Source: an optimization exercise on an open RTL-to-GDS flow (aim: small area). Production flows keep margins and buffers that such runs may drop. In this exercise RTL edits were held to simulation tests only and were not proved equivalent to the original. Power figures rest on the tool's default switching activity, not on a simulated workload.

## alpha
## lidar_scan_top
module lidar_scan_top (
    input  logic        clk,
    input  logic        TxD_reset,
    input  logic        serial_in,
    output logic        result_valid,
    output logic [15:0] min_angle,
    output logic [15:0] max_angle,
    output logic [15:0] obs_alert
);
Size in the first run: about 52 I/O pins, roughly 4700 um2 of cells after synthesis.
Settings: LEC_CHECK=0, CAP_MARGIN=20, CORE_MARGIN=2, CORE_UTILIZATION=70, PLACE_DENSITY=0.78, SLEW_MARGIN=20; clock period 10.0 ns.
standard.sh (not shown) runs the stock make flow with config.mk's settings and CLKGATE_MAP_FILE= SYNTH_SCRIPT=/design/flow/synth_recipe.tcl, a recipe that flattens the netlist after the stock synthesis.
==> flow/flow/run.sh <==
#!/bin/bash
# Layout flow: the standard.sh (ORFS) in three parts.
#  1. the standard synthesis, unchanged, up to the Yosys netlist;
#  2. flow/remap.sh maps that netlist's combinational logic again with an
#     area-oriented ABC script; every flip-flop keeps its instance name, its
#     cell and its connections;
#  3. the rest of the standard flow on that netlist, with two changes: the
#     port buffers come from the smallest buffer cell (buf_1), and clock tree
#     synthesis adds no dummy loads.
# Each tool's output goes to a log file of its own in this folder.
set -euo pipefail
export BUFFER_PORTS_ARGS="-buffer_cell sky130_fd_sc_hd__buf_1"
export CTS_ARGS="-sink_clustering_enable -repair_clock_nets -buf_list sky130_fd_sc_hd__clkbuf_8 -dont_use_dummy_load"
R="$PWD/orfs/results/${FLOW_PLATFORM:-sky130hd}/lidar_scan_top/base"
bash standard.sh "$R/1_2_yosys.v" > standard_synth.log 2>&1
cp "$R/1_2_yosys.v" "$R/1_2_yosys_standard.v"
bash flow/remap.sh "$R/1_2_yosys_standard.v" "$R/1_2_yosys.v" > remap.log 2>&1
touch "$R/1_2_yosys.v"
bash standard.sh > standard_flow.log 2>&1
Other scripts of this flow, unchanged in this note and not shown: flow/flow/abc_area.script, flow/flow/comb_models.py, flow/flow/remap.sh
What beta does differently from alpha at the input level:
-- flow/design.v --
<<< alpha, line 24
    logic [7:0] bb;
    logic       pend;
    assign tick   = (ust != U_IDLE) && (bt == BT_T);
    assign u_data = ust[3];
    always_ff @(posedge clk) begin
>>> beta, line 24
    logic [7:0] bb;
    logic       pend;
    assign tick   = (bt == BT_T);
    assign u_data = ust[3];
    always_ff @(posedge clk) begin
<<< alpha, line 36
    end
    always_ff @(posedge clk) begin
        if (((ust == U_IDLE) && !rx_sync) || tick) begin
            bt <= {BT_HALF[9:1], tick};
        end else begin
>>> beta, line 36
    end
    always_ff @(posedge clk) begin
        if ((ust == U_IDLE) || tick) begin
            bt <= {BT_HALF[9:1], tick};
        end else begin
==> summary.txt <==
- Diff alpha -> beta: fraction of the core area covered by cells at the end of the flow fell by 2.5 points, proportion of power drawn by combinational gates rose by 0.7 points, combinational power rose by 19%.
- Going from alpha to beta, mean routed wirelength per cell shrinks by 12%.
- Across both runs, final worst slack was higher for beta than for alpha.
- Compared to alpha, beta has post-route clock period utilization 1.6 points lower.
- Between beta and alpha, it is beta whose hold slack is lower, by 0.0068 ns.
- Die outline area, beta and alpha, lower one = alpha.
- Wire length reported by the detailed router: beta better than alpha
- When beta is measured against alpha, its fraction of area in registers turns out 0.58 points lower.

--- another note on this design; it stands on its own ---

==> flow/design.v (excerpt) <==
module lidar_scan_top (
    input  logic        clk,
    input  logic        TxD_reset,
    input  logic        serial_in,
    output logic        result_valid,
    output logic [15:0] min_angle,
    output logic [15:0] max_angle,
    output logic [15:0] obs_alert
);
clock: 10.0 ns
lec_check: 0
cap_margin: 20
core_margin: 2
core_utilization: 70
place_density: 0.78
slew_margin: 20
standard.sh (not shown) runs the stock make flow with config.mk's settings and CLKGATE_MAP_FILE= SYNTH_SCRIPT=/design/flow/synth_recipe.tcl, a recipe that flattens the netlist after the stock synthesis.
==> flow/flow/run.sh <==
#!/bin/bash
# Standard ORFS layout (the standard.sh) with two changes: the port
# buffers come from the smallest buffer cell, and clock tree synthesis adds
# no dummy loads.
set -euo pipefail
export BUFFER_PORTS_ARGS="-buffer_cell sky130_fd_sc_hd__buf_1"
export CTS_ARGS="-sink_clustering_enable -repair_clock_nets -buf_list {sky130_fd_sc_hd__clkbuf_8 sky130_fd_sc_hd__clkbuf_16} -sink_clustering_size 23 -sink_clustering_max_diameter 100 -dont_use_dummy_load"
bash standard.sh > standard_flow.log 2>&1
The first run finished clean.
Rerun with:
==> flow/flow/run.sh (replaced) <==
#!/bin/bash
# Standard ORFS layout (the standard.sh) with two changes: the port
# buffers come from the smallest buffer cell, and clock tree synthesis adds
# no dummy loads.
set -euo pipefail
export BUFFER_PORTS_ARGS="-buffer_cell sky130_fd_sc_hd__buf_1"
export CTS_ARGS="-sink_clustering_enable -repair_clock_nets -buf_list sky130_fd_sc_hd__clkbuf_8 -dont_use_dummy_load"
bash standard.sh > standard_flow.log 2>&1
Effect: The changed run completed with no timing, DRC or antenna violations; non-clock buffer count does not change; power went down by 13%; die area does not change; clock power went down by 31%; synthesized area stays the same; count of clock-buffer cells in the layout does not change; design area went down by 3.0%; utilization went down by 2.5 points.

## what the ideal ports hide
In the flow no input, the clock included, has a driving cell. The finished layouts below were timed again as built, in two steps.
Step 1 (the two cells are an assumption about what drives the block):
set clk [get_ports {clk}]
set_driving_cell -lib_cell sky130_fd_sc_hd__clkbuf_16 $clk
set_driving_cell -lib_cell sky130_fd_sc_hd__buf_2 [delete_from_list [all_inputs] $clk]
Step 2 times the ports against the registers' clock, not the clock port: input delays grow and output delays shrink by t, the midpoint of the rising clock arrivals with the driver on.
Three values: ideal, step 1, step 2; two values: the first two.
| run | t, ns | setup WS [ns] | worst data-port slew with drivers (ns) |
|---|---|---|---|
| alpha | 0.465 | 5.880 / 5.848 / 6.313 | 0.03 |
| beta | 0.454 | 6.043 / 6.011 / 6.465 | 0.03 |
| the first run of note 2 | 0.538 | 5.850 / 5.819 / 6.357 | 0.03 |
| the second run of note 2 | 0.451 | 5.988 / 5.958 / 6.408 | 0.03 |
After both steps every run listed still meets setup and hold.
